This is an optimization exercise on Yosys and OpenROAD, whose aim is small area, a short achievable clock period and few clock cycles per item, not a production implementation.
The RTL was checked by simulation tests, not by an equivalence proof against the original design.

==> flow/design.v, too long to show whole: its modules and the start of the top module <==
// module nnmm_ram: 17 lines
// module nnmm_mul_cs: 347 lines
// module nnmm_sqr_cs: 253 lines
// module nnmm_front: 167 lines
// module nnmm_back: 167 lines
// module nearest_neighbor_multi_metric: 59 lines
module nearest_neighbor_multi_metric #(
	parameter int VECTOR_LEN = 64,
	parameter int MAX_ROWS = 1024
) (
	input  logic clk,
	input  logic arst_n,
	input  logic psel,
	input  logic penable,
	input  logic pwrite,
	input  logic [1:0] paddr,
	input  logic [31:0] pwdata,
	output logic [31:0] prdata,
	output logic pready,
	input  logic in_valid,
	output logic in_ready,
	input  logic signed [15:0] feature_value,
	input  logic is_query,
	input  logic last_element,
	input  logic last_row,
	output logic out_valid,
	input  logic out_ready,
	output logic signed [40:0] score,
	output logic [9:0] row_index,
	output logic [9:0] best_index,
	output logic is_final
);
  // ...
==> flow/flow/run.sh <==
#!/bin/bash
set -euo pipefail
export SETUP_SLACK_MARGIN=7.3
bash standard.sh > standard_flow.log 2>&1
==> flow/standard.sh <==
#!/bin/bash
# synth_recipe.tcl (not shown) runs the flow's synth.tcl, then flattens the netlist and writes it again
# the make line also repeats each setting of config.mk as NAME=value (left out here)
make -C /OpenROAD-flow-scripts/flow DESIGN_CONFIG=/design/flow/config.mk WORK_HOME=/design/flow/orfs CLKGATE_MAP_FILE= SYNTH_SCRIPT=/design/flow/synth_recipe.tcl "${@:-finish}"
==> flow/config.mk <==
export PLATFORM = sky130hd
export DESIGN_NAME = nearest_neighbor_multi_metric
export DESIGN_NICKNAME = nearest_neighbor_multi_metric
export VERILOG_FILES = /design/flow/design.v
export SDC_FILE = /design/flow/constraint.sdc
export NUM_CORES = 4
export LEC_CHECK = 0
export CAP_MARGIN = 35
export CORE_MARGIN = 2
export CORE_UTILIZATION = 40
export CTS_CLUSTER_SIZE = 60
export SLEW_MARGIN = 35
==> flow/constraint.sdc <==
create_clock -name core_clock -period 11.0 [get_ports {clk}]
set_input_delay 2.2000 -clock core_clock [delete_from_list [all_inputs] [get_ports {clk}]]
set_output_delay 2.2000 -clock core_clock [all_outputs]
set_load 0.01 [all_outputs]
==> run notes, run 1 <==
Status: complete, no violations
WHS Endpoint: u_front.u_ring.ring[941]
Non-clock buffers: 238
Flop2flop setup slack: 7.31 ns
Fraction of area in multi-input gates: 36.11%
Sink Count: 1742
Cells along the critical path: buf_12 -> buf_6
Placed inst area: 72060 um^2
Vias in the first global route: 43.59k
Met2 wire len: 72320 um
Largest registers: u_front.u_ring.ring: 1024 flops, u_back.p: 74 flops, u_back.rr: 41 flops
Bufs on Longest Clock Path: 3
IO buf count: 95
Post-Route WL: 164400 um
Register Area: 38580 um^2
Initial DRC Count: 3634
Synth Area in Simple Gates: 9.592%
Clock buf count: 240
Synth cell count leaders: dfxtp_1, nand2_1, inv_1
Least-Margin Pin Slew: 0.8772 ns
FFs & Latches: 1742
CTS Hold Bufs: 0
Clock-pin slew on the worst setup and hold paths: 0.06 ns
Post-placement cell count: 8228
Initial Util: 40.25%
Num ports: 157
Endpoint of the worst register-to-register path: u_back.mlo[36]
Die H: 419.5 um
Setup Viol. Count Final: 0
GP Congestion: 0.8894
Layout cells sized above 1: 11.23%
Largest Register: u_front.u_ring.ring
Testbench counts, summed over its fixed seeds: cycles 41,860, items 598.
==> run 2: changes to the inputs <==
--- a/flow/config.mk
+++ b/flow/config.mk
@@ -8,5 +8,5 @@
 export CAP_MARGIN = 35
 export CORE_MARGIN = 2
 export CORE_UTILIZATION = 40
-export CTS_CLUSTER_SIZE = 60
+export CTS_CLUSTER_DIAMETER = 200
 export SLEW_MARGIN = 35
==> run notes, run 2 <==
Flop2flop setup slack: 7.31 ns (about the same)
Worst path bufs/invs: 2 (unchanged)
Met3 wire length: 8635 um (unchanged)
Synth Register Bits: 1742 (unchanged)
Setup TNS: 0 ns (unchanged)
Worst setup endpoint: score[38] (unchanged)
Crit. Startpoint: u_back.sdd[38] (unchanged)
Antenna violation net count after detailed routing: 0 (unchanged)
Syn Area/Cell: 11.36 um^2 (unchanged)
Register Area: 38580 um^2 (unchanged)
Worst min-delay path category: flop to flop (unchanged)
Die X: 419.5 um (unchanged)
Least-Margin Pin Slew: 0.8772 ns (unchanged)
Clock-pin slew on the worst setup and hold paths: 0.06 ns (about the same)
GP Congestion: 0.8894 (unchanged)
Syn-to-layout area delta: 14.88% (unchanged)
Fin. Hold Viols: 0 (unchanged)
Max reg flops: 1024 (unchanged)
TritonCTS buffer count: 171 (unchanged)
Tcrit/Tclk final: 33.99% (unchanged)
Grt total ovfl: 0 (unchanged)
GRT Resource Usage Total: 18.66% (unchanged)
Largest delay contributor family on the critical path: flip-flops (unchanged)
Initial Util: 40.25% (unchanged)
Synth cell count leaders: dfxtp_1, nand2_1, inv_1 (unchanged)
Setup Viol. Count Final: 0 (unchanged)
Num ports: 157 (unchanged)
Multi-input gate area: 28640 um^2 (unchanged)
Initial DRT Pass Iterations: 8 (unchanged)
Fin. max-slew vios: 0 (unchanged)
Die ar.: 176000 um^2 (unchanged)
NumNets Final: 6762 (unchanged)
DR WL/cell: 19.02 um (unchanged)
Clock root buffer: clkbuf_16 (unchanged)
Worst r2r src: u_front.nrm_q[8] (unchanged)
Endpoint of the worst register-to-register path: u_back.mlo[36] (unchanged)
Vias in the first global route: 43.59k (unchanged)
Initial DRC Count: 3634 (unchanged)
Synth top area cells: dfxtp_1, edfxtp_1, fa_1 (unchanged)
H-Tree Depth: 4 (unchanged)
Largest registers: u_front.u_ring.ring: 1024 flops, u_back.p: 74 flops, u_back.rr: 41 flops (unchanged)
Top routing layer in use: met5 (unchanged)
Post-Synthesis Cell Area: 69050 um^2 (unchanged)
Die H: 419.5 um (unchanged)
Sink Count: 1742 (unchanged)
DP HPWL: 109100 um (unchanged)
IO buf count: 95 (unchanged)
Worst-path maximum fanout: 4 (unchanged)
Largest Register: u_front.u_ring.ring (unchanged)
Seq/Total Area, Yosys: 55.77% (unchanged)
CP Data Arrival Time: 1.54 ns (about the same)
Dominant cell type by area after synthesis: dfxtp_1 (unchanged)
Core ar.: 171500 um^2 (unchanged)
Slowest-stage cell, CP: edfxtp_1 (unchanged)
DRC: 0 (unchanged)
First-pass GRT wire length: 256200 um (unchanged)
Mapped Cells: 6079 (unchanged)
Tmin final: 3.739 ns (unchanged)
Synthesis Warnings: 4 (unchanged)
Count leader, synth: dfxtp_1 (unchanged)
CTS tree: yes (unchanged)
Vias per inst: 5.050 (unchanged)
Req. time, crit path: 8.80 ns (about the same)
Post-synthesis cell type count: 91 (unchanged)
Pin count of the biggest net entering global routing: 107 (unchanged)
Number of stages on the worst setup path: 2 (unchanged)
Status: complete, no violations (unchanged)
Startpoint class of the critical path: flop (unchanged)
Bufs on Longest Clock Path: 3 (unchanged)
Unrepaired setup endpoints after global routing: yes (unchanged)
Via count: 43.65k (unchanged)
Primary FF master, synth: dfxtp_1 (unchanged)
Slowest stage delay, CP: 0.44 ns (about the same)
Synth top area share: 38.53% (unchanged)
Hold path depth: 0 (unchanged)
Worst Skew: 0.07362 ns (unchanged)
Cells along the critical path: buf_12 -> buf_6 (unchanged)
R2R depth: 12 (unchanged)
Met2 wire len: 72320 um (unchanged)
Skew-Pair Late Insertion Delay: 0.84 ns (about the same)
Layout fillers: 15.75k (unchanged)
Commonest non-fill, non-tap cell in the layout: dfxtp_1 (unchanged)
Post-Route WL: 164400 um (unchanged)
Async SR Flop Fraction: 5.741% (unchanged)
Crit end category: primary output (unchanged)
Most frequent cells in the layout: dfxtp_1, nand2_1, inv_1, edfxtp_1, a21oi_1 (unchanged)
Layout cells sized above 1: 11.23% (unchanged)
Max cap viols: 0 (unchanged)
FP Rows: 152 (unchanged)
Achievable Freq: 267.5 MHz (unchanged)
Relative slew slack: 41.52% (unchanged)
Initial antenna violation count: 6 (unchanged)
EDFF count, synth: 313 (unchanged)
Final Core Density: 46.25% (unchanged)
Kind of critical path: flop to primary output (unchanged)
CTS Hold Bufs: 0 (unchanged)
Metal1 wirelength: 76690 um (unchanged)
[run 2: cell counts after synthesis]
Identical to the previous run, type by type.
[run 2: per-stage QoR]
stage                     instances  instance area [um^2]  setup WS [ns]  hold slack (ns)
after global placement         8228                 72030          6.712           0.3101
final                          8645                 79330          7.261           0.3067
after global routing           8643                 79330          7.154           0.3070
after detailed placement       8228                 72060          6.684           0.3121
after floorplan                6108                 69200          7.190           0.3096
after CTS                      8613                 78680          7.109           0.2926
[run 2: layer usage]
layer | up-vias | track usage, %
met5 | - | 0
li1 | 20892 | -
met1 | 21275 | 26.08
met4 | 2 | 8.475
met3 | 317 | 2.916
met2 | 1167 | 28.46
[run 2: worst min path at each step]
stage	from	endpoint	slack, ns
2_1_floorplan	u_front.cos2	u_front.cos3	0.31
3_3_place_gp	u_front.u_ring.ring[17]	u_front.u_ring.ring[1]	0.31
3_5_place_dp	u_front.u_ring.ring[507]	u_front.u_ring.ring[491]	0.31
4_1_cts	u_front.u_ring.ring[562]	u_front.u_ring.ring[546]	0.29
5_1_grt	u_front.u_ring.ring[820]	u_front.u_ring.ring[804]	0.31
6_report	u_front.u_ring.ring[957]	u_front.u_ring.ring[941]	0.31
[run 2: area by class of cell]
| class | instances | share of cell area, % |
|---|---|---|
| flip-flops and latches | 1742 | 48.63 |
| multi-input cells | 3694 | 36.11 |
| repair buffers | 238 | 2.552 |
| clock buffers | 240 | 6.080 |
| well taps | 2310 | 3.643 |
| diodes | 4 | 0.01262 |
| clock inverters | 76 | 1.352 |
| inverters | 341 | 1.628 |
[run 2: what timing repair did]
action                                  4_1_cts  5_1_grt
endpoints found under the setup margin      209      211
gates cloned                                  3        0
buffers inserted                             66       28
pin swaps                                    15       43
hold endpoints to repair                      0        0
resized for setup                           323      108
[run 2: cells by family (layout without fill, tap and decap cells)]
family,count (synthesis),count (layout),share of synthesized area [%]
AOI/OAI and AO/OA,1150,1150,10.88
xor gates and xnor gates,452,452,5.733
adders and majority gates,514,514,11.81
buffers and inverters,672,895,3.858
DFF,1742,1742,55.77
muxes,154,154,2.350
other,2,35,0.01088
and+or+nand+nor,1393,1393,9.592
==> run 3: changes to the inputs <==
--- a/flow/config.mk
+++ b/flow/config.mk
@@ -8,5 +8,5 @@
 export CAP_MARGIN = 35
 export CORE_MARGIN = 2
 export CORE_UTILIZATION = 40
-export CTS_CLUSTER_DIAMETER = 200
+export CTS_CLUSTER_DIAMETER = 400
 export SLEW_MARGIN = 35
==> run notes, run 3 <==
Post-Synthesis Cell Area: 69050 um^2 (unchanged)
Place WS: 6.684 ns (unchanged)
Async SR Flop Fraction: 5.741% (unchanged)
Req. time, crit path: 8.80 ns (about the same)
Fin. Hold Viols: 0 (unchanged)
Least-Margin Pin Slew: 0.8772 ns (unchanged)
Initial antenna violation count: 6 (unchanged)
Post-Route WL: 164400 um (unchanged)
Vias in the first global route: 43.59k (unchanged)
Initial DRC Count: 3634 (unchanged)
Max cap viols: 0 (unchanged)
CTS tree: yes (unchanged)
NumNets Final: 6762 (unchanged)
CTS Hold Bufs: 0 (unchanged)
Die ar.: 176000 um^2 (unchanged)
Skew-Pair Late Insertion Delay: 0.84 ns (about the same)
Synth top area share: 38.53% (unchanged)
H-Tree Depth: 4 (unchanged)
Synth Area in Adders: 11.81% (unchanged)
TritonCTS buffer count: 171 (unchanged)
Mux cell area share after synthesis: 2.350% (unchanged)
Clock-pin slew on the worst setup and hold paths: 0.06 ns (about the same)
Commonest non-fill, non-tap cell in the layout: dfxtp_1 (unchanged)
Grt total ovfl: 0 (unchanged)
Initial DRT Pass Iterations: 8 (unchanged)
FP Rows: 152 (unchanged)
Synth Area in Compound Gates: 10.88% (unchanged)
GP Congestion: 0.8894 (unchanged)
Synth Area in XOR/XNOR: 5.733% (unchanged)
Pin count of the biggest net entering global routing: 107 (unchanged)
Sink Count: 1742 (unchanged)
Worst path bufs/invs: 2 (unchanged)
Seq/Total Area, Yosys: 55.77% (unchanged)
Main combinational cell family by area after synthesis: adder cells (unchanged)
Crit end category: primary output (unchanged)
Core ar.: 171500 um^2 (unchanged)
Bufs on Longest Clock Path: 3 (unchanged)
Syn Area/Cell: 11.36 um^2 (unchanged)
Initial Util: 40.25% (unchanged)
Clock root buffer: clkbuf_16 (unchanged)
Setup Viol. Count Final: 0 (unchanged)
DP HPWL: 109100 um (unchanged)
Tcrit/Tclk final: 33.99% (unchanged)
Num ports: 157 (unchanged)
Tmin final: 3.739 ns (unchanged)
Status: complete, no violations (unchanged)
Post-synthesis cell type count: 91 (unchanged)
Slowest-stage cell, CP: edfxtp_1 (unchanged)
Primary FF master, synth: dfxtp_1 (unchanged)
Setup TNS: 0 ns (unchanged)
DR WL/cell: 19.02 um (unchanged)
Dominant cell type by area after synthesis: dfxtp_1 (unchanged)
DRC: 0 (unchanged)
Synth top area cells: dfxtp_1, edfxtp_1, fa_1 (unchanged)
EDFF count, synth: 313 (unchanged)
Die H: 419.5 um (unchanged)
Count leader, synth: dfxtp_1 (unchanged)
Largest delay contributor family on the critical path: flip-flops (unchanged)
Mapped Cells: 6079 (unchanged)
Fin. max-slew vios: 0 (unchanged)
Worst Skew: 0.07362 ns (unchanged)
Setup ws final: 7.261 ns (unchanged)
Synth Area in Simple Gates: 9.592% (unchanged)
GRT Resource Usage Total: 18.66% (unchanged)
Kind of critical path: flop to primary output (unchanged)
Layout cells sized above 1: 11.23% (unchanged)
Via count: 43.65k (unchanged)
First-pass GRT wire length: 256200 um (unchanged)
Antenna violation net count after detailed routing: 0 (unchanged)
Flop2flop setup slack: 7.31 ns (about the same)
IO buf count: 95 (unchanged)
Most frequent cells in the layout: dfxtp_1, nand2_1, inv_1, edfxtp_1, a21oi_1 (unchanged)
CP Data Arrival Time: 1.54 ns (about the same)
Largest Register: u_front.u_ring.ring (unchanged)
Relative slew slack: 41.52% (unchanged)
Largest registers: u_front.u_ring.ring: 1024 flops, u_back.p: 74 flops, u_back.rr: 41 flops (unchanged)
Vias per inst: 5.050 (unchanged)
Die X: 419.5 um (unchanged)
Layout fillers: 15.75k (unchanged)
Worst-path maximum fanout: 4 (unchanged)
Syn-to-layout area delta: 14.88% (unchanged)
WHS: 0.3067 ns (unchanged)
Synth Register Bits: 1742 (unchanged)
Max reg flops: 1024 (unchanged)
Achievable Freq: 267.5 MHz (unchanged)
Synthesis Warnings: 4 (unchanged)
Cells along the critical path: buf_12 -> buf_6 (unchanged)
Slowest stage delay, CP: 0.44 ns (about the same)
Unrepaired setup endpoints after global routing: yes (unchanged)
Startpoint class of the critical path: flop (unchanged)
Worst min-delay path category: flop to flop (unchanged)
Synth cell count leaders: dfxtp_1, nand2_1, inv_1 (unchanged)
-- run 3: cell counts after synthesis --
No cell type changed its count.
-- run 3: cells by family after synthesis --
logic type	after synthesis
multiplexers	154
adder cells (fa/ha/maj)	514
buffers and inverters	672
AO/OA/AOI/OAI	1150
XOR/XNOR	452
AND/OR/NAND/NOR	1393
other	2
flip-flops	1742
-- run 3: area by class of cell --
| type | instances | area, um^2 | area share [%] |
|---|---|---|---|
| flip-flops and latches | 1742 | 38580 | 48.63 |
| well taps | 2310 | 2890 | 3.643 |
| clock inverters | 76 | 1072 | 1.352 |
| clock buffers | 240 | 4823 | 6.080 |
| diodes | 4 | 10.01 | 0.01262 |
| inverters | 341 | 1291 | 1.628 |
| repair buffers | 238 | 2024 | 2.552 |
| multi-input cells | 3694 | 28640 | 36.11 |
-- run 3: repair_timing --
item                       in CTS  in global routing
gates resized for setup       323                108
setup endpoints to repair     209                211
pin swaps                      15                 43
buffers inserted               66                 28
cloned                          3                  0
-- run 3: path summary, 6_finish.rpt --
check,from,end,cells after the start
min,u_front.u_ring.ring[957],u_front.u_ring.ring[941],0
max in group asynchronous,arst_n,u_front.cnt_q[0],2
min reg2reg,u_front.u_ring.ring[957],u_front.u_ring.ring[941],0
min in group asynchronous,arst_n,u_back.sdv,1
max,u_back.sdd[38],score[38],2
max reg2reg,u_front.nrm_q[8],u_back.mlo[36],12
-- run 3: per-layer routing --
layer,up-vias,wire (um),GRT usage (%)
li1,20892,-,-
met1,21275,76690,26.08
met2,1167,72320,28.46
met3,317,8635,2.916
met4,2,6754,8.475
met5,-,13,0
-- run 3: through the flow --
stage                     area (um^2)  util [%]  instances
after floorplan                 69200         -       6108
after global placement          72030     41.99       8228
after detailed placement        72060     42.01       8228
after CTS                       78680     45.87       8613
after global routing            79330     46.24       8643
final                           79330     46.25       8645
==> run 4: changes to the inputs <==
--- a/flow/config.mk
+++ b/flow/config.mk
@@ -8,5 +8,4 @@
 export CAP_MARGIN = 35
 export CORE_MARGIN = 2
 export CORE_UTILIZATION = 40
-export CTS_CLUSTER_DIAMETER = 400
 export SLEW_MARGIN = 35
==> run notes, run 4 <==
Status: complete, no violations (unchanged)
Vias per inst: 5.050 (unchanged)
Synth Register Bits: 1742 (unchanged)
Antenna violation net count after detailed routing: 0 (unchanged)
GRT Resource Usage Total: 18.66% (unchanged)
Mapped Cells: 6079 (unchanged)
Req. time, crit path: 8.80 ns (about the same)
Via count: 43.65k (unchanged)
Max cap viols: 0 (unchanged)
Vias in the first global route: 43.59k (unchanged)
Pin count of the biggest net entering global routing: 107 (unchanged)
Post-Route WL: 164400 um (unchanged)
Grt total ovfl: 0 (unchanged)
Syn Area/Cell: 11.36 um^2 (unchanged)
Most Crowded Layer GR: met2 (unchanged)
Least-Margin Pin Slew: 0.8772 ns (unchanged)
Syn-to-layout area delta: 14.88% (unchanged)
First-pass GRT wire length: 256200 um (unchanged)
Seq/Total Area, Yosys: 55.77% (unchanged)
Initial DRC Count: 3634 (unchanged)
Die X: 419.5 um (unchanged)
Dominant cell type by area after synthesis: dfxtp_1 (unchanged)
Primary FF master, synth: dfxtp_1 (unchanged)
Unrepaired setup endpoints after global routing: yes (unchanged)
Place WS: 6.684 ns (unchanged)
Slowest stage delay, CP: 0.44 ns (about the same)
IO buf count: 95 (unchanged)
Initial antenna violation count: 6 (unchanged)
Sink Count: 1742 (unchanged)
Final instance area: 79330 um^2 (unchanged)
TritonCTS buffer count: 171 (unchanged)
Most frequent cells in the layout: dfxtp_1, nand2_1, inv_1, edfxtp_1, a21oi_1 (unchanged)
Largest Register: u_front.u_ring.ring (unchanged)
Async SR Flop Fraction: 5.741% (unchanged)
Synth cell count leaders: dfxtp_1, nand2_1, inv_1 (unchanged)
NumNets Final: 6762 (unchanged)
CTS tree: yes (unchanged)
Largest registers: u_front.u_ring.ring: 1024 flops, u_back.p: 74 flops, u_back.rr: 41 flops (unchanged)
Worst min-delay path category: flop to flop (unchanged)
Skew-Pair Late Insertion Delay: 0.84 ns (about the same)
Setup Viol. Count Final: 0 (unchanged)
Max reg flops: 1024 (unchanged)
Achievable Freq: 267.5 MHz (unchanged)
Bufs on Longest Clock Path: 3 (unchanged)
Synthesis Warnings: 4 (unchanged)
Met3 Use GR: 2.916% (unchanged)
Worst Skew: 0.07362 ns (unchanged)
Num ports: 157 (unchanged)
Core ar.: 171500 um^2 (unchanged)
Setup ws final: 7.261 ns (unchanged)
Initial Util: 40.25% (unchanged)
CP Data Arrival Time: 1.54 ns (about the same)
H-Tree Depth: 4 (unchanged)
DRC: 0 (unchanged)
Commonest non-fill, non-tap cell in the layout: dfxtp_1 (unchanged)
Die H: 419.5 um (unchanged)
Post-Synthesis Cell Area: 69050 um^2 (unchanged)
Fin. max-slew vios: 0 (unchanged)
Tcrit/Tclk final: 33.99% (unchanged)
Initial DRT Pass Iterations: 8 (unchanged)
Clock-pin slew on the worst setup and hold paths: 0.06 ns (about the same)
Tmin final: 3.739 ns (unchanged)
Final Core Density: 46.25% (unchanged)
Die ar.: 176000 um^2 (unchanged)
GP Congestion: 0.8894 (unchanged)
Synth top area cells: dfxtp_1, edfxtp_1, fa_1 (unchanged)
DP HPWL: 109100 um (unchanged)
Placed inst area: 72060 um^2 (unchanged)
Fin. Hold Viols: 0 (unchanged)
Met2 Track Usage GR: 28.46% (unchanged)
Startpoint class of the critical path: flop (unchanged)
Setup TNS: 0 ns (unchanged)
DR WL/cell: 19.02 um (unchanged)
FP Rows: 152 (unchanged)
Post-synthesis cell type count: 91 (unchanged)
Met1 GRT Util: 26.08% (unchanged)
Crit end category: primary output (unchanged)
Layout cells sized above 1: 11.23% (unchanged)
Cells along the critical path: buf_12 -> buf_6 (unchanged)
Relative slew slack: 41.52% (unchanged)
Clock root buffer: clkbuf_16 (unchanged)
EDFF count, synth: 313 (unchanged)
Layout fillers: 15.75k (unchanged)
Slowest-stage cell, CP: edfxtp_1 (unchanged)
Synth top area share: 38.53% (unchanged)
Worst-path maximum fanout: 4 (unchanged)
Count leader, synth: dfxtp_1 (unchanged)
Kind of critical path: flop to primary output (unchanged)
## run 4: cell counts after synthesis
No cell type changed its count.
## run 4: final timing paths
check | cells after the start | endpoint | start | slack (ns)
min | 0 | u_front.u_ring.ring[941] | u_front.u_ring.ring[957] | 0.31
max | 2 | score[38] | u_back.sdd[38] | 7.26
max in group asynchronous | 2 | u_front.cnt_q[0] | arst_n | 8.51
min in group asynchronous | 1 | u_back.sdv | arst_n | 1.41
min reg2reg | 0 | u_front.u_ring.ring[941] | u_front.u_ring.ring[957] | 0.31
max reg2reg | 12 | u_back.mlo[36] | u_front.nrm_q[8] | 7.31
## run 4: cells by family after synthesis
kind of cell,Yosys count,share of synthesized area [%]
muxes,154,2.350
DFF,1742,55.77
and+or+nand+nor,1393,9.592
AOI/OAI and AO/OA,1150,10.88
buffers and inverters,672,3.858
other,2,0.01088
xor gates and xnor gates,452,5.733
adders and majority gates,514,11.81
## run 4: final cells by class
type / count / area, um^2 / share of cell area (%)
antenna: 4 / 10.01 / 0.01262
clock buffer: 240 / 4823 / 6.080
clock inverter: 76 / 1072 / 1.352
inverter: 341 / 1291 / 1.628
multi-input combinational: 3694 / 28640 / 36.11
sequential: 1742 / 38580 / 48.63
tap: 2310 / 2890 / 3.643
timing repair buffer: 238 / 2024 / 2.552
## run 4: worst max-delay path: cells and delay by family, from the launching register on
kind	cells	cell delay, ns
flops	1	0.44
buf+inv	2	0.28
## run 4: layer usage
layer,share of wire [%],up-vias
met1,47,21275
met4,4.1,2
li1,-,20892
met5,0.0079,-
met3,5.3,317
met2,44,1167
## run 4: timing repair
item | in CTS | in global routing
hold buffers | 0 | 0
setup buffers | 66 | 28
pin swaps | 15 | 43
gates resized for setup | 323 | 108
cloned | 3 | 0
setup endpoints to repair | 209 | 211
## run 4: stage by stage
stage	cells	hold WS [ns]
after global routing	8643	0.3070
after detailed placement	8228	0.3121
final	8645	0.3067
after CTS	8613	0.2926
after floorplan	6108	0.3096
after global placement	8228	0.3101
==> run 5: changes to the inputs <==
--- a/flow/config.mk
+++ b/flow/config.mk
@@ -7,5 +7,5 @@
 export LEC_CHECK = 0
 export CAP_MARGIN = 35
 export CORE_MARGIN = 2
-export CORE_UTILIZATION = 40
+export CORE_UTILIZATION = 70
 export SLEW_MARGIN = 35
==> run notes, run 5 <==
Vias per inst: 6.209 (was 5.050)
Achievable Freq: 249.2 MHz (was 267.5 MHz)
CTS tree: yes (unchanged)
Unrepaired setup endpoints after global routing: yes (unchanged)
Setup TNS: 0 ns (unchanged)
DP HPWL: 106000 um (was 109100 um)
Initial antenna violation count: 11 (was 6)
Max cap viols: 0 (unchanged)
Tcrit/Tclk final: 36.48% (was 33.99%)
R2R depth: 12 (unchanged)
Status: complete, no violations (unchanged)
First-pass GRT wire length: 270800 um (was 256200 um)
EDFF count, synth: 313 (unchanged)
Synth Area in Adders: 11.81% (unchanged)
Antenna violation net count after detailed routing: 0 (unchanged)
Grt total ovfl: 0 (unchanged)
Fin. Hold Viols: 0 (unchanged)
Clock root buffer: clkbuf_16 (unchanged)
Num ports: 157 (unchanged)
Syn-to-layout area delta: 12.77% (was 14.88%)
WHS: 0.3042 ns (was 0.3067 ns)
Hold path depth: 0 (unchanged)
Worst-path maximum fanout: 5 (was 4)
Synth Area in Compound Gates: 10.88% (unchanged)
Vias in the first global route: 46.23k (was 43.59k)
Die X: 318.1 um (was 419.5 um)
Fin. max-slew vios: 0 (unchanged)
Relative slew slack: 36.54% (was 41.52%)
Startpoint class of the critical path: flop (unchanged)
Initial Util: 70.37% (was 40.25%)
Post-placement cell count: 7197 (was 8228)
Mapped Cells: 6079 (unchanged)
Mux cell area share after synthesis: 2.350% (unchanged)
Worst min-delay path category: flop to flop (unchanged)
WHS Endpoint: u_front.u_ring.ring[66] (was u_front.u_ring.ring[941])
Crit end category: flop (was primary output)
Req. time, crit path: 11.71 ns (was 8.80 ns)
Primary FF master, synth: dfxtp_1 (unchanged)
H-Tree Depth: 4 (unchanged)
Post-synthesis cell type count: 91 (unchanged)
Max reg flops: 1024 (unchanged)
Sink Count: 1742 (unchanged)
Least-Margin Pin Slew: 0.9506 ns (was 0.8772 ns)
Bufs on Longest Clock Path: 3 (unchanged)
Most frequent cells in the layout: dfxtp_1, nand2_1, inv_1, edfxtp_1, a21oi_1 (unchanged)
Largest registers: u_front.u_ring.ring: 1024 flops, u_back.p: 74 flops, u_back.rr: 41 flops (unchanged)
Syn Area/Cell: 11.36 um^2 (unchanged)
Synth cell count leaders: dfxtp_1, nand2_1, inv_1 (unchanged)
Count leader, synth: dfxtp_1 (unchanged)
Synth Area in Simple Gates: 9.592% (unchanged)
NumNets Final: 6751 (was 6762)
IO buf count: 95 (unchanged)
Synth Register Bits: 1742 (unchanged)
Die ar.: 101200 um^2 (was 176000 um^2)
Final Core Density: 79.35% (was 46.25%)
Post-Synthesis Cell Area: 69050 um^2 (unchanged)
Layout cells sized above 1: 11.10% (was 11.23%)
Main combinational cell family by area after synthesis: adder cells (unchanged)
GRT Resource Usage Total: 34.57% (was 18.66%)
Largest Register: u_front.u_ring.ring (unchanged)
Crit. Startpoint: u_front.f1[6] (was u_back.sdd[38])
Die H: 318.1 um (was 419.5 um)
TritonCTS buffer count: 159 (was 171)
Commonest non-fill, non-tap cell in the layout: dfxtp_1 (unchanged)
Worst Skew: 0.06217 ns (was 0.07362 ns)
Core ar.: 98130 um^2 (was 171500 um^2)
Synth Area in XOR/XNOR: 5.733% (unchanged)
Async SR Flop Fraction: 5.741% (unchanged)
Seq/Total Area, Yosys: 55.77% (unchanged)
Synth top area cells: dfxtp_1, edfxtp_1, fa_1 (unchanged)
DRC: 0 (unchanged)
Synthesis Warnings: 4 (unchanged)
Kind of critical path: flop to flop (was flop to primary output)
GP Congestion: 0.9719 (was 0.8894)
Min-delay src: u_front.u_ring.ring[82] (was u_front.u_ring.ring[957])
Initial DRC Count: 6197 (was 3634)
Worst r2r src: u_front.f1[6] (was u_front.nrm_q[8])
Post-route insts no fill: 7604 (was 8645)
Via count: 47.22k (was 43.65k)
Skew-Pair Late Insertion Delay: 0.81 ns (was 0.84 ns)
Setup Viol. Count Final: 0 (unchanged)
CP Data Arrival Time: 4.72 ns (was 1.54 ns)
Dominant cell type by area after synthesis: dfxtp_1 (unchanged)
Flop2flop setup slack: 6.99 ns (was 7.31 ns)
Synth top area share: 38.53% (unchanged)
DR WL/cell: 24.01 um (was 19.02 um)
Tmin final: 4.013 ns (was 3.739 ns)
FP Rows: 115 (was 152)
Post-Route WL: 182600 um (was 164400 um)
Initial DRT Pass Iterations: 9 (was 8)
Endpoint of the worst register-to-register path: u_front.u2[12] (was u_back.mlo[36])
Pin count of the biggest net entering global routing: 87 (was 107)
Clock-pin slew on the worst setup and hold paths: 0.08 ns (was 0.06 ns)
==> run 5: area by class of cell <==
class	instances	area, um^2
Clock buffer	227	4641
Inverter	341	1291
Fill cell	5668	20260
Tap cell	1287	1610
Clock inverter	70	1016
Antenna cell	4	10.01
Sequential cell	1742	38610
Timing Repair Buffer	239	2043
Multi-Input combinational cell	3694	28650
==> run 5: cell families (layout without fill, tap and decap cells) <==
family                   after synthesis  count (layout)
AO/OA/AOI/OAI                       1150            1150
XOR/XNOR                             452             452
adder cells (fa/ha/maj)              514             514
buffers and inverters                672             877
flip-flops                          1742            1742
multiplexers                         154             154
other                                  2              35
AND/OR/NAND/NOR                     1393            1393
==> run 5: worst max-delay path by stage <==
stage / endpoint / slack [ns]
after floorplan: u_back.best[0] / 7.19
after global placement: u_back.mhi[35] / 6.79
after detailed placement: u_back.mhi[35] / 6.75
after CTS: score[38] / 7.11
after global routing: u_front.u2[12] / 6.99
final: u_front.u2[12] / 6.99
==> run 5: layer usage <==
metal | part of all wire, % | track usage (%) | routed length [um] | vias up
li1 | - | - | - | 20845
met1 | 40 | 47.45 | 72760 | 22782
met2 | 45 | 53.83 | 82380 | 2866
met3 | 9.6 | 6.512 | 17570 | 716
met4 | 5.4 | 15.86 | 9783 | 6
met5 | 0.046 | 0 | 84 | -
==> run 5: what timing repair did <==
action,CTS,global route
endpoints found under the setup margin,252,169
cloned,3,1
setup buffers,71,29
hold endpoints to repair,0,0
resized for setup,276,127
pin swaps,10,35
hold buffers,0,0
==> run 5: stage by stage <==
stage / setup WS (ns) / cell area (um^2)
after global routing: 6.993 / 77860
after floorplan: 7.190 / 69200
after CTS: 7.112 / 77100
after global placement: 6.790 / 70690
after detailed placement: 6.752 / 70710
final: 6.987 / 77870
==> run 5: critical path, cell delays in order (launching register included) <==
cell and delay, ns:
edfxtp_1 0.54, ha_1 0.44, and3_2 0.32, a221oi_4 0.45, a211oi_4 0.13, o31ai_4 0.40, a31oi_4 0.17, buf_4 0.19
clkbuf_16 0.16, nor3_1 0.37, and4b_1 0.27, a41o_1 0.22, o22ai_2 0.23
==> run 6: changes to the inputs <==
--- a/flow/config.mk
+++ b/flow/config.mk
@@ -5,7 +5,7 @@
 export SDC_FILE = /design/flow/constraint.sdc
 export NUM_CORES = 4
 export LEC_CHECK = 0
-export CAP_MARGIN = 35
+export CAP_MARGIN = 10
 export CORE_MARGIN = 2
-export CORE_UTILIZATION = 70
-export SLEW_MARGIN = 35
+export CORE_UTILIZATION = 40
+export SLEW_MARGIN = 10
==> run notes, run 6 <==
Vias in the first global route: 43.30k (was 46.23k)
Mapped Cells: 6079 (unchanged)
Num ports: 157 (unchanged)
DRC: 0 (unchanged)
Worst r2r src: u_front.nrm_q[8] (was u_front.f1[6])
Worst min-delay path category: flop to flop (unchanged)
Tcrit/Tclk final: 34.08% (was 36.48%)
Min-delay src: u_front.u_ring.ring[803] (was u_front.u_ring.ring[82])
Largest delay contributor family on the critical path: flip-flops (was compound AO/OA/AOI/OAI gates)
Layout cells sized above 1: 11.27% (was 11.10%)
Most frequent cells in the layout: dfxtp_1, nand2_1, inv_1, edfxtp_1, a21oi_1 (unchanged)
GP Congestion: 0.8894 (was 0.9719)
Seq/Total Area, Yosys: 55.77% (unchanged)
CTS tree: yes (unchanged)
Initial DRT Pass Iterations: 6 (was 9)
GRT Resource Usage Total: 18.62% (was 34.57%)
Post-synthesis cell type count: 91 (unchanged)
Die H: 419.5 um (was 318.1 um)
Count leader, synth: dfxtp_1 (unchanged)
Max cap viols: 0 (unchanged)
Initial Util: 40.25% (was 70.37%)
TritonCTS buffer count: 170 (was 159)
Synth top area cells: dfxtp_1, edfxtp_1, fa_1 (unchanged)
NumNets Final: 6770 (was 6751)
EDFF count, synth: 313 (unchanged)
Cells along the critical path: buf_2 (was ha_1 -> and3_2 -> a221oi_4 -> a211oi_4 -> o31ai_4 -> a31oi_4 -> buf_4 -> clkbuf_16 -> nor3_1 -> and4b_1 -> a41o_1 -> o22ai_2)
CP Data Arrival Time: 1.55 ns (was 4.72 ns)
Fin. max-slew vios: 0 (unchanged)
Syn-to-layout area delta: 14.86% (was 12.77%)
Fin. Hold Viols: 0 (unchanged)
DP HPWL: 109200 um (was 106000 um)
Endpoint of the worst register-to-register path: u_back.mlo[36] (was u_front.u2[12])
Commonest non-fill, non-tap cell in the layout: dfxtp_1 (unchanged)
Synth Register Bits: 1742 (unchanged)
FP Rows: 152 (was 115)
Post-Synthesis Cell Area: 69050 um^2 (unchanged)
Initial DRC Count: 3395 (was 6197)
Synth cell count leaders: dfxtp_1, nand2_1, inv_1 (unchanged)
Clock-pin slew on the worst setup and hold paths: 0.06 ns (was 0.08 ns)
Primary FF master, synth: dfxtp_1 (unchanged)
Startpoint class of the critical path: flop (unchanged)
Req. time, crit path: 8.80 ns (was 11.71 ns)
Worst-path maximum fanout: 2 (was 5)
Hold path depth: 0 (unchanged)
Largest registers: u_front.u_ring.ring: 1024 flops, u_back.p: 74 flops, u_back.rr: 41 flops (unchanged)
Antenna violation net count after detailed routing: 0 (unchanged)
Largest Register: u_front.u_ring.ring (unchanged)
Post-Route WL: 164600 um (was 182600 um)
Async SR Flop Fraction: 5.741% (unchanged)
Clock root buffer: clkbuf_16 (unchanged)
Worst Skew: 0.05860 ns (was 0.06217 ns)
Initial antenna violation count: 6 (was 11)
Crit end category: primary output (was flop)
WHS Endpoint: u_front.u_ring.ring[787] (was u_front.u_ring.ring[66])
Core ar.: 171500 um^2 (was 98130 um^2)
Place WS: 6.641 ns (was 6.752 ns)
Via count: 43.50k (was 47.22k)
WHS: 0.3132 ns (was 0.3042 ns)
Sink Count: 1742 (unchanged)
Tmin final: 3.749 ns (was 4.013 ns)
Kind of critical path: flop to primary output (was flop to flop)
Synthesis Warnings: 4 (unchanged)
Syn Area/Cell: 11.36 um^2 (unchanged)
Slowest-stage cell, CP: edfxtp_1 (unchanged)
DR WL/cell: 19.03 um (was 24.01 um)
Synth top area share: 38.53% (unchanged)
Grt total ovfl: 0 (unchanged)
Setup Viol. Count Final: 0 (unchanged)
Die ar.: 176000 um^2 (was 101200 um^2)
Worst path bufs/invs: 1 (was 2)
Slowest stage delay, CP: 0.54 ns (about the same)
Unrepaired setup endpoints after global routing: yes (unchanged)
R2R depth: 12 (unchanged)
Bufs on Longest Clock Path: 3 (unchanged)
Setup TNS: 0 ns (unchanged)
Relative slew slack: 27.80% (was 36.54%)
Pin count of the biggest net entering global routing: 107 (was 87)
Achievable Freq: 266.7 MHz (was 249.2 MHz)
Dominant cell type by area after synthesis: dfxtp_1 (unchanged)
Vias per inst: 5.030 (was 6.209)
Least-Margin Pin Slew: 1.083 ns (was 0.9506 ns)
Setup ws final: 7.251 ns (was 6.987 ns)
Die X: 419.5 um (was 318.1 um)
First-pass GRT wire length: 255700 um (was 270800 um)
H-Tree Depth: 4 (unchanged)
Flop2flop setup slack: 7.28 ns (was 6.99 ns)
Status: complete, no violations (unchanged)
Max reg flops: 1024 (unchanged)
Skew-Pair Late Insertion Delay: 0.82 ns (was 0.81 ns)
IO buf count: 95 (unchanged)
run 6: cell counts after synthesis:
Identical to the previous run, type by type.
run 6: layout make-up:
class	instances	area [um^2]
Inverter	341	1287
Multi-Input combinational cell	3694	28670
Fill cell	15733	92230
Antenna cell	4	10.01
Timing Repair Buffer	247	2112
Clock buffer	235	4870
Tap cell	2310	2890
Clock inverter	75	894.6
Sequential cell	1742	38580
run 6: routing by layer:
layer  GRT usage, %  routed length, um  part of all wire [%]  vias to the layer above
met2          28.77              72820                    44                     1156
met4          7.615               6419                   3.9                        8
li1               -                  -                     -                    20907
met5              0                 55                 0.033                        -
met3          3.030               8973                   5.5                      291
met1          25.95              76320                    46                    21136
run 6: metrics by stage:
step	instances	utilization, %	instance area (um^2)
6_report	8648	46.23	79310
5_1_grt	8646	46.23	79310
4_1_cts	8601	45.76	78490
3_5_place_dp	8228	41.99	72030
3_3_place_gp	8228	41.99	72030
2_1_floorplan	6108	-	69200
run 6: cell families after synthesis:
kind of cell	after synthesis	synth area share (%)
buffers and inverters	672	3.858
multiplexers	154	2.350
AND/OR/NAND/NOR	1393	9.592
flip-flops	1742	55.77
XOR/XNOR	452	5.733
adder cells (fa/ha/maj)	514	11.81
AO/OA/AOI/OAI	1150	10.88
other	2	0.01088
run 6: how the worst max path moves through the flow:
stage	slack (ns)	to	from	cells after the start
finish	7.25	score[25]	u_back.sdd[25]	1
CTS	7.11	score[39]	u_back.sdd[38]	2
detailed placement	6.64	u_back.rr[41]	u_back.rr[41]	13
floorplan	7.19	u_back.best[0]	u_back.sdd[8]	11
global placement	6.71	u_back.rr[41]	u_back.rr[41]	13
global route	7.14	u_back.mlo[36]	u_front.nrm_q[8]	12
run 6: timing repair:
action                     4_1_cts  5_1_grt
gates resized for setup        329      104
pin swaps                       11       47
gates cloned                     3        1
buffers inserted                60       42
setup endpoints to repair      235      189
hold buffers                     0        0
hold endpoints to repair         0        0
==> run 7: changes to the inputs <==
--- a/flow/config.mk
+++ b/flow/config.mk
@@ -5,7 +5,8 @@
 export SDC_FILE = /design/flow/constraint.sdc
 export NUM_CORES = 4
 export LEC_CHECK = 0
-export CAP_MARGIN = 10
+export CAP_MARGIN = 35
 export CORE_MARGIN = 2
-export CORE_UTILIZATION = 40
-export SLEW_MARGIN = 10
+export CORE_UTILIZATION = 50
+export CTS_BUF_LIST = sky130_fd_sc_hd__clkbuf_8 sky130_fd_sc_hd__clkbuf_16
+export SLEW_MARGIN = 35
==> run notes, run 7 <==
Status: complete, no violations (unchanged)
Startpoint class of the critical path: flop (unchanged)
Max reg flops: 1024 (unchanged)
Cells along the critical path: buf_12 -> buf_6 (was buf_2)
Core ar.: 137300 um^2 (was 171500 um^2)
Min-delay src: u_front.u_ring.ring[210] (was u_front.u_ring.ring[803])
Layout fillers: 11.58k (was 15.73k)
Fin. max-slew vios: 0 (unchanged)
Initial DRT Pass Iterations: 6 (unchanged)
Die X: 375.6 um (was 419.5 um)
R2R depth: 7 (was 12)
Worst setup endpoint: score[38] (was score[25])
H-Tree Depth: 4 (unchanged)
FP Rows: 136 (was 152)
Bufs on Longest Clock Path: 3 (unchanged)
Unrepaired setup endpoints after global routing: yes (unchanged)
Multi-input gate area: 28630 um^2 (was 28670 um^2)
Crit end category: primary output (unchanged)
Worst path bufs/invs: 2 (was 1)
DRC: 0 (unchanged)
Clock root buffer: clkbuf_16 (unchanged)
Mapped Cells: 6079 (unchanged)
Crit. Startpoint: u_back.sdd[38] (was u_back.sdd[25])
Endpoint of the worst register-to-register path: u_front.tb3[19] (was u_back.mlo[36])
Flop2flop setup slack: 7.33 ns (was 7.28 ns)
Vias in the first global route: 43.25k (was 43.30k)
Pin count of the biggest net entering global routing: 138 (was 107)
Syn Area/Cell: 11.36 um^2 (unchanged)
Dominant cell type by area after synthesis: dfxtp_1 (unchanged)
Worst-path maximum fanout: 4 (was 2)
Worst r2r src: u_front.u2[7] (was u_front.nrm_q[8])
Antenna violation net count after detailed routing: 0 (unchanged)
Most frequent cells in the layout: dfxtp_1, nand2_1, inv_1, edfxtp_1, a21oi_1 (unchanged)
Kind of critical path: flop to primary output (unchanged)
Via count: 43.62k (was 43.50k)
Largest delay contributor family on the critical path: flip-flops (unchanged)
Commonest non-fill, non-tap cell in the layout: dfxtp_1 (unchanged)
Sink Count: 1742 (unchanged)
CP Data Arrival Time: 1.52 ns (was 1.55 ns)
Grt total ovfl: 0 (unchanged)
Slowest stage delay, CP: 0.44 ns (was 0.54 ns)
TritonCTS buffer count: 170 (unchanged)
Fin. Hold Viols: 0 (unchanged)
First-pass GRT wire length: 253600 um (was 255700 um)
Synth top area share: 38.53% (unchanged)
Die ar.: 141100 um^2 (was 176000 um^2)
Primary FF master, synth: dfxtp_1 (unchanged)
Setup TNS: 0 ns (unchanged)
NumNets Final: 6774 (was 6770)
GP Congestion: 0.9158 (was 0.8894)
Synth top area cells: dfxtp_1, edfxtp_1, fa_1 (unchanged)
Syn-to-layout area delta: 14.00% (was 14.86%)
Initial antenna violation count: 2 (was 6)
Largest Register: u_front.u_ring.ring (unchanged)
Req. time, crit path: 8.80 ns (about the same)
Count leader, synth: dfxtp_1 (unchanged)
Post-route insts no fill: 8138 (was 8648)
Synth Register Bits: 1742 (unchanged)
Least-Margin Pin Slew: 0.8714 ns (was 1.083 ns)
Synth cell count leaders: dfxtp_1, nand2_1, inv_1 (unchanged)
Worst min-delay path category: flop to flop (unchanged)
Tmin final: 3.718 ns (was 3.749 ns)
Die H: 375.6 um (was 419.5 um)
IO buf count: 95 (unchanged)
Register Area: 38570 um^2 (was 38580 um^2)
Post-Route WL: 162400 um (was 164600 um)
Initial Util: 50.29% (was 40.25%)
CTS tree: yes (unchanged)
Number of stages on the worst setup path: 2 (was 1)
Clock-pin slew on the worst setup and hold paths: 0.07 ns (was 0.06 ns)
Slowest-stage cell, CP: edfxtp_1 (unchanged)
Setup Viol. Count Final: 0 (unchanged)
Largest registers: u_front.u_ring.ring: 1024 flops, u_back.p: 74 flops, u_back.rr: 41 flops (unchanged)
Relative slew slack: 41.69% (was 27.80%)
Max cap viols: 0 (unchanged)
Worst Skew: 0.07269 ns (was 0.05860 ns)
DR WL/cell: 19.96 um (was 19.03 um)
Vias per inst: 5.360 (was 5.030)
Skew-Pair Late Insertion Delay: 0.82 ns (about the same)
Tcrit/Tclk final: 33.80% (was 34.08%)
Seq/Total Area, Yosys: 55.77% (unchanged)
CTS Hold Bufs: 0 (unchanged)
Synthesis Warnings: 4 (unchanged)
Initial DRC Count: 3392 (was 3395)
Num ports: 157 (unchanged)
Async SR Flop Fraction: 5.741% (unchanged)
Post-placement cell count: 7716 (was 8228)
GRT Resource Usage Total: 22.98% (was 18.62%)
Layout cells sized above 1: 10.93% (was 11.27%)
Achievable Freq: 268.9 MHz (was 266.7 MHz)
DP HPWL: 107300 um (was 109200 um)
Post-synthesis cell type count: 91 (unchanged)
Post-Synthesis Cell Area: 69050 um^2 (unchanged)
EDFF count, synth: 313 (unchanged)
[run 7: kinds of logic (layout without fill, tap and decap cells)]
| kind of cell | after synthesis | in the layout | synth area share, % |
|---|---|---|---|
| AND/OR/NAND/NOR | 1393 | 1393 | 9.592 |
| other | 2 | 33 | 0.01088 |
| buffers and inverters | 672 | 906 | 3.858 |
| multiplexers | 154 | 154 | 2.350 |
| AO/OA/AOI/OAI | 1150 | 1150 | 10.88 |
| adder cells (fa/ha/maj) | 514 | 514 | 11.81 |
| XOR/XNOR | 452 | 452 | 5.733 |
| flip-flops | 1742 | 1742 | 55.77 |
[run 7: worst min path at each step]
stage | to | slack [ns] | cells past startpoint
floorplan | u_front.cos3 | 0.31 | 0
detailed placement | u_front.u_ring.ring[213] | 0.31 | 0
CTS | u_front.u_ring.ring[388] | 0.28 | 0
global placement | u_front.u_ring.ring[927] | 0.31 | 0
global route | u_front.u_ring.ring[388] | 0.29 | 0
finish | u_front.u_ring.ring[194] | 0.28 | 0
[run 7: final cells by class]
class / count / area share (%)
Clock buffer: 193 / 5.849
Inverter: 341 / 1.639
Timing Repair Buffer: 251 / 2.702
Sequential cell: 1742 / 49.00
Clock inverter: 121 / 1.591
Multi-Input combinational cell: 3694 / 36.36
Antenna cell: 2 / 0.006358
Tap cell: 1794 / 2.851
[run 7: stage by stage]
stage	cell area, um^2	worst slack [ns]	hold slack, ns	utilization [%]
after detailed placement	71430	6.789	0.3121	52.02
after global routing	78720	7.197	0.2894	57.32
after CTS	78200	7.133	0.2760	56.95
after global placement	71410	6.809	0.3103	52.00
after floorplan	69200	7.190	0.3096	-
final	78720	7.282	0.2840	57.33
[run 7: metal layers]
layer	vias up	share of wire, %	global-route usage [%]	wire length (um)
li1	20891	-	-	-
met1	21259	47	32.95	76750
met2	1178	44	35.09	71300
met3	288	5.2	3.491	8460
met4	0	3.6	8.881	5905
met5	-	0	0	0
[run 7: timing repair]
item                       4_1_cts  5_1_grt
gates resized for setup        311       93
setup endpoints to repair      186      108
cloned                           3        0
pin swaps                       23       32
buffers inserted                79       24
==> run 8: changes to the inputs <==
--- a/flow/config.mk
+++ b/flow/config.mk
@@ -8,5 +8,5 @@
 export CAP_MARGIN = 35
 export CORE_MARGIN = 2
 export CORE_UTILIZATION = 50
-export CTS_BUF_LIST = sky130_fd_sc_hd__clkbuf_8 sky130_fd_sc_hd__clkbuf_16
+export CTS_BUF_LIST = sky130_fd_sc_hd__clkbuf_4 sky130_fd_sc_hd__clkbuf_8 sky130_fd_sc_hd__clkbuf_16
 export SLEW_MARGIN = 35
==> run notes, run 8 <==
Synth top area share: 38.53% (unchanged)
Grt total ovfl: 0 (unchanged)
Clock root buffer: clkbuf_16 (unchanged)
Cells along the critical path: buf_12 -> buf_6 (unchanged)
Largest Register: u_front.u_ring.ring (unchanged)
Fin. Hold Viols: 0 (unchanged)
CTS Hold Bufs: 0 (unchanged)
Antenna violation net count after detailed routing: 0 (unchanged)
DRC: 0 (unchanged)
Die ar.: 141100 um^2 (unchanged)
Layout cells sized above 1: 11.84% (was 10.93%)
Dominant cell type by area after synthesis: dfxtp_1 (unchanged)
Unrepaired setup endpoints after global routing: yes (unchanged)
Max cap viols: 0 (unchanged)
Initial DRC Count: 3351 (was 3392)
CTS tree: yes (unchanged)
CP Data Arrival Time: 1.52 ns (about the same)
Worst Skew: 0.07228 ns (was 0.07269 ns)
Worst path bufs/invs: 2 (unchanged)
Num ports: 157 (unchanged)
Synthesis Warnings: 4 (unchanged)
Startpoint class of the critical path: flop (unchanged)
Clock-pin slew on the worst setup and hold paths: 0.07 ns (about the same)
Synth cell count leaders: dfxtp_1, nand2_1, inv_1 (unchanged)
Tcrit/Tclk final: 33.80% (about the same)
Synth top area cells: dfxtp_1, edfxtp_1, fa_1 (unchanged)
Worst-path maximum fanout: 4 (unchanged)
Most frequent cells in the layout: dfxtp_1, nand2_1, inv_1, edfxtp_1, a21oi_1 (unchanged)
Die H: 375.6 um (unchanged)
Post-Synthesis Cell Area: 69050 um^2 (unchanged)
Vias in the first global route: 43.29k (was 43.25k)
Tmin final: 3.718 ns (about the same)
Seq/Total Area, Yosys: 55.77% (unchanged)
Relative slew slack: 40.43% (was 41.69%)
GRT Resource Usage Total: 23.01% (was 22.98%)
Async SR Flop Fraction: 5.741% (unchanged)
Register Area: 38570 um^2 (about the same)
Pin count of the biggest net entering global routing: 138 (unchanged)
Die X: 375.6 um (unchanged)
Skew-Pair Late Insertion Delay: 0.82 ns (about the same)
Req. time, crit path: 8.80 ns (about the same)
Worst min-delay path category: flop to flop (unchanged)
NumNets Final: 6775 (was 6774)
Final Core Density: 57.48% (was 57.33%)
Synth Register Bits: 1742 (unchanged)
Syn Area/Cell: 11.36 um^2 (unchanged)
Layout fillers: 11.57k (was 11.58k)
R2R depth: 13 (was 7)
Via count: 43.69k (was 43.62k)
Post-route insts no fill: 8137 (was 8138)
Flop2flop setup slack: 7.29 ns (was 7.33 ns)
Bufs on Longest Clock Path: 3 (unchanged)
EDFF count, synth: 313 (unchanged)
Post-Route WL: 162500 um (was 162400 um)
Setup TNS: 0 ns (unchanged)
Kind of critical path: flop to primary output (unchanged)
Largest delay contributor family on the critical path: flip-flops (unchanged)
Hold path depth: 0 (unchanged)
Max reg flops: 1024 (unchanged)
Core ar.: 137300 um^2 (unchanged)
IO buf count: 95 (unchanged)
TritonCTS buffer count: 170 (unchanged)
DP HPWL: 107300 um (unchanged)
Number of stages on the worst setup path: 2 (unchanged)
Initial DRT Pass Iterations: 5 (was 6)
Achievable Freq: 268.9 MHz (about the same)
Syn-to-layout area delta: 14.30% (was 14.00%)
Vias per inst: 5.369 (was 5.360)
GP Congestion: 0.9158 (unchanged)
Crit end category: primary output (unchanged)
Least-Margin Pin Slew: 0.8903 ns (was 0.8714 ns)
Sink Count: 1742 (unchanged)
DR WL/cell: 19.97 um (was 19.96 um)
Post-placement cell count: 7716 (unchanged)
Post-synthesis cell type count: 91 (unchanged)
Initial Util: 50.29% (unchanged)
Slowest-stage cell, CP: edfxtp_1 (unchanged)
First-pass GRT wire length: 253900 um (was 253600 um)
Primary FF master, synth: dfxtp_1 (unchanged)
Slowest stage delay, CP: 0.44 ns (about the same)
Initial antenna violation count: 2 (unchanged)
Multi-input gate area: 28620 um^2 (was 28630 um^2)
Count leader, synth: dfxtp_1 (unchanged)
H-Tree Depth: 4 (unchanged)
Commonest non-fill, non-tap cell in the layout: dfxtp_1 (unchanged)
FP Rows: 136 (unchanged)
Setup Viol. Count Final: 0 (unchanged)
Fin. max-slew vios: 0 (unchanged)
Largest registers: u_front.u_ring.ring: 1024 flops, u_back.p: 74 flops, u_back.rr: 41 flops (unchanged)
Mapped Cells: 6079 (unchanged)
Status: complete, no violations (unchanged)
Antenna cells: 0 (was 2)
## run 8: kinds of logic (layout without fill, tap and decap cells)
family                   after synthesis  in the layout  share of synthesized area, %
flip-flops                          1742           1742                         55.77
AND/OR/NAND/NOR                     1393           1393                         9.592
AO/OA/AOI/OAI                       1150           1150                         10.88
buffers and inverters                672            907                         3.858
adder cells (fa/ha/maj)              514            514                         11.81
XOR/XNOR                             452            452                         5.733
multiplexers                         154            154                         2.350
other                                  2             31                       0.01088
## run 8: final timing paths
path / startpoint / to
max: u_back.sdd[38] / score[38]
max reg2reg: u_front.acc_q[5] / u_front.acc_q[38]
min reg2reg: u_front.u_ring.ring[210] / u_front.u_ring.ring[194]
max in group asynchronous: arst_n / u_front.nrm_q[9]
min in group asynchronous: arst_n / u_back.ov
min: u_front.u_ring.ring[210] / u_front.u_ring.ring[194]
## run 8: timing repair
action | 4_1_cts | 5_1_grt
buffers inserted | 79 | 25
gates cloned | 3 | 0
setup endpoints to repair | 186 | 109
pin swaps | 23 | 37
resized for setup | 311 | 97
## run 8: through the flow
| stage | cell area, um^2 | hold WS, ns | setup WS [ns] |
|---|---|---|---|
| after global routing | 78930 | 0.2893 | 7.143 |
| after global placement | 71410 | 0.3103 | 6.809 |
| after detailed placement | 71430 | 0.3121 | 6.789 |
| after floorplan | 69200 | 0.3096 | 7.190 |
| after CTS | 78410 | 0.2759 | 7.133 |
| final | 78930 | 0.2815 | 7.282 |
## run 8: area by class of cell
type | instances | area share, %
flip-flops and latches | 1742 | 48.87
multi-input cells | 3694 | 36.26
clock buffers | 248 | 6.357
well taps | 1794 | 2.844
repair buffers | 252 | 2.709
inverters | 341 | 1.634
clock inverters | 66 | 1.325
## run 8: layer usage
layer / global-route usage, % / vias up / share of wire, %
met5: 0 / - / 0
met4: 8.957 / 0 / 3.6
met3: 3.459 / 288 / 5.4
met2: 35.08 / 1242 / 44
met1: 33.03 / 21252 / 47
li1: - / 20904 / -
==> run 9: changes to the inputs <==
==> flow/flow/run.sh (replaced) <==
#!/bin/bash
set -euo pipefail
export SETUP_SLACK_MARGIN=7.3
export CTS_ARGS="-sink_clustering_enable -repair_clock_nets -sink_buffer_max_cap_derate 0.03"
bash standard.sh > standard_flow.log 2>&1
--- a/flow/config.mk
+++ b/flow/config.mk
@@ -8,5 +8,4 @@
 export CAP_MARGIN = 35
 export CORE_MARGIN = 2
 export CORE_UTILIZATION = 50
-export CTS_BUF_LIST = sky130_fd_sc_hd__clkbuf_4 sky130_fd_sc_hd__clkbuf_8 sky130_fd_sc_hd__clkbuf_16
 export SLEW_MARGIN = 35
==> run notes, run 9 <==
Register Area: 38570 um^2 (about the same)
CP Data Arrival Time: 1.51 ns (was 1.52 ns)
GRT Resource Usage Total: 22.98% (was 23.01%)
Relative slew slack: 39.37% (was 40.43%)
Layout fillers: 11.60k (was 11.57k)
R2R depth: 13 (unchanged)
Syn-to-layout area delta: 13.85% (was 14.30%)
Clock root buffer: clkbuf_16 (unchanged)
Max cap viols: 0 (unchanged)
Sink Count: 1742 (unchanged)
Fin. Hold Viols: 0 (unchanged)
Crit end category: primary output (unchanged)
Seq/Total Area, Yosys: 55.77% (unchanged)
FP Rows: 136 (unchanged)
EDFF count, synth: 313 (unchanged)
Initial antenna violation count: 2 (unchanged)
Initial DRT Pass Iterations: 7 (was 5)
Commonest non-fill, non-tap cell in the layout: dfxtp_1 (unchanged)
Setup Viol. Count Final: 0 (unchanged)
Setup TNS: 0 ns (unchanged)
Final instance area: 78620 um^2 (was 78930 um^2)
Pin count of the biggest net entering global routing: 138 (unchanged)
Max reg flops: 1024 (unchanged)
Initial Util: 50.29% (unchanged)
DP HPWL: 107300 um (unchanged)
Slowest-stage cell, CP: edfxtp_1 (unchanged)
Fin. max-slew vios: 0 (unchanged)
Hold path depth: 0 (unchanged)
DR WL/cell: 19.94 um (was 19.97 um)
Worst Skew: 0.06728 ns (was 0.07228 ns)
Status: complete, no violations (unchanged)
Via count: 43.58k (was 43.69k)
Setup ws final: 7.289 ns (was 7.282 ns)
Core ar.: 137300 um^2 (unchanged)
Kind of critical path: flop to primary output (unchanged)
Post-synthesis cell type count: 91 (unchanged)
First-pass GRT wire length: 253600 um (was 253900 um)
Largest Register: u_front.u_ring.ring (unchanged)
Mapped Cells: 6079 (unchanged)
NumNets Final: 6771 (was 6775)
Initial DRC Count: 3253 (was 3351)
IO buf count: 95 (unchanged)
Cells along the critical path: buf_12 -> buf_6 (unchanged)
Antenna violation net count after detailed routing: 0 (unchanged)
Startpoint class of the critical path: flop (unchanged)
Tmin final: 3.711 ns (was 3.718 ns)
Num ports: 157 (unchanged)
H-Tree Depth: 4 (unchanged)
Synthesis Warnings: 4 (unchanged)
Count leader, synth: dfxtp_1 (unchanged)
Placed inst area: 71430 um^2 (unchanged)
Multi-input gate area: 28550 um^2 (was 28620 um^2)
Grt total ovfl: 0 (unchanged)
Vias per inst: 5.357 (was 5.369)
Syn Area/Cell: 11.36 um^2 (unchanged)
Layout cells sized above 1: 10.77% (was 11.84%)
Most frequent cells in the layout: dfxtp_1, nand2_1, inv_1, edfxtp_1, a21oi_1 (unchanged)
GP Congestion: 0.9158 (unchanged)
Synth cell count leaders: dfxtp_1, nand2_1, inv_1 (unchanged)
Worst min-delay path category: flop to flop (unchanged)
Vias in the first global route: 43.26k (was 43.29k)
Req. time, crit path: 8.80 ns (about the same)
Synth top area share: 38.53% (unchanged)
Place WS: 6.789 ns (unchanged)
Die ar.: 141100 um^2 (unchanged)
Largest registers: u_front.u_ring.ring: 1024 flops, u_back.p: 74 flops, u_back.rr: 41 flops (unchanged)
Primary FF master, synth: dfxtp_1 (unchanged)
CTS tree: yes (unchanged)
TritonCTS buffer count: 170 (unchanged)
DRC: 0 (unchanged)
Die X: 375.6 um (unchanged)
Synth top area cells: dfxtp_1, edfxtp_1, fa_1 (unchanged)
Synth Register Bits: 1742 (unchanged)
Worst-path maximum fanout: 4 (unchanged)
Least-Margin Pin Slew: 0.9062 ns (was 0.8903 ns)
Achievable Freq: 269.5 MHz (was 268.9 MHz)
Slowest stage delay, CP: 0.44 ns (about the same)
Dominant cell type by area after synthesis: dfxtp_1 (unchanged)
Die H: 375.6 um (unchanged)
Tcrit/Tclk final: 33.74% (was 33.80%)
Skew-Pair Late Insertion Delay: 0.81 ns (was 0.82 ns)
Bufs on Longest Clock Path: 3 (unchanged)
Post-Route WL: 162200 um (was 162500 um)
Unrepaired setup endpoints after global routing: yes (unchanged)
Post-Synthesis Cell Area: 69050 um^2 (unchanged)
Async SR Flop Fraction: 5.741% (unchanged)
Clock-pin slew on the worst setup and hold paths: 0.07 ns (about the same)
## run 9: stage by stage
stage                     utilization [%]  hold slack [ns]  std cells
after floorplan                         -           0.3096       6108
after detailed placement            52.02           0.3121       7716
after global placement              52.00           0.3103       7716
after global routing                57.25           0.2891       8133
final                               57.25           0.2835       8135
after CTS                           56.95           0.2757       8112
## run 9: worst max-delay path, delay by kind of cell, from the launching register on
| family | cells | cell delay, ns |
|---|---|---|
| buffers and inverters | 2 | 0.28 |
| DFF | 1 | 0.44 |
## run 9: layer usage
metal	global-route usage, %	part of all wire, %
met1	32.95	47
met2	35.10	44
met3	3.491	5.4
met4	8.881	3.6
met5	0	0
## run 9: logic make-up (layout without fill, tap and decap cells)
| logic type | Yosys count | count (layout) | synth area share [%] |
|---|---|---|---|
| flops | 1742 | 1742 | 55.77 |
| simple gates | 1393 | 1393 | 9.592 |
| compound gates | 1150 | 1150 | 10.88 |
| buf+inv | 672 | 903 | 3.858 |
| fa+ha+maj | 514 | 514 | 11.81 |
| xor+xnor | 452 | 452 | 5.733 |
| mux | 154 | 154 | 2.350 |
| other cells | 2 | 33 | 0.01088 |
## run 9: path summary, 6_finish.rpt
| path | startpoint | end | slack (ns) |
|---|---|---|---|
| worst max-delay path | u_back.sdd[38] | score[38] | 7.29 |
| worst min-delay path | u_front.u_ring.ring[210] | u_front.u_ring.ring[194] | 0.28 |
| worst max register to register | u_front.acc_q[2] | u_front.acc_q[38] | 7.33 |
| worst min register to register | u_front.u_ring.ring[210] | u_front.u_ring.ring[194] | 0.28 |
| max in group asynchronous | arst_n | u_front.nrm_q[9] | 8.33 |
| min in group asynchronous | arst_n | u_back.ov | 1.21 |
## run 9: cell type report
| type | count | share of cell area (%) |
|---|---|---|
| diodes | 2 | 0.006366 |
| clock inverters | 66 | 1.330 |
| inverters | 341 | 1.641 |
| flip-flops and latches | 1742 | 49.06 |
| repair buffers | 248 | 2.677 |
| well taps | 1794 | 2.855 |
| multi-input cells | 3694 | 36.31 |
| clock buffers | 248 | 6.119 |
## run 9: timing repair
item | 4_1_cts | 5_1_grt
gates resized for setup | 311 | 82
pin swaps | 23 | 25
buffers inserted | 79 | 21
hold buffers | 0 | 0
cloned | 3 | 0
setup endpoints to repair | 186 | 108

-- afterwards: timing with drivers on the ports --
The results above use ideal ports. As a check the final layouts listed here were re-extracted and re-timed, cells and wires unchanged.
Step 1 assumes that a clkbuf_16 drives the clock port and a buf_2 every other input.
Step 2 adds t to the input delays and takes it off the output delays; t is the mean of the earliest and latest rising clock arrival at the registers after step 1. Input paths then give back, and output paths get back, about the clock's delay inside the block.
a / b / c = ideal ports / drivers / drivers and shift; a / b = the first two.
run	t (ns)	setup WS [ns]	hold slack, ns	worst setup path at the end
run 1	0.887	7.261 / 7.181 / 7.162	0.307 / 0.307 / 0.307	input to register
run 2	0.887	7.261 / 7.181 / 7.162	0.307 / 0.307 / 0.307	input to register
run 3	0.887	7.261 / 7.181 / 7.162	0.307 / 0.307 / 0.307	input to register
run 4	0.887	7.261 / 7.181 / 7.162	0.307 / 0.307 / 0.307	input to register
run 5	0.856	6.987 / 6.987 / 6.987	0.304 / 0.304 / 0.304	register to register
run 6	0.873	7.251 / 7.172 / 7.163	0.313 / 0.313 / 0.313	input to register
run 7	0.857	7.282 / 7.207 / 7.130	0.284 / 0.284 / 0.284	input to register
run 8	0.859	7.282 / 7.207 / 7.131	0.282 / 0.282 / 0.282	input to register
run 9	0.856	7.289 / 7.215 / 7.129	0.284 / 0.284 / 0.284	input to register
After both steps every run listed still meets setup and hold. The setup slack of run 9, which loses most, moves by -0.074 ns with the drivers and by -0.160 ns with both steps.
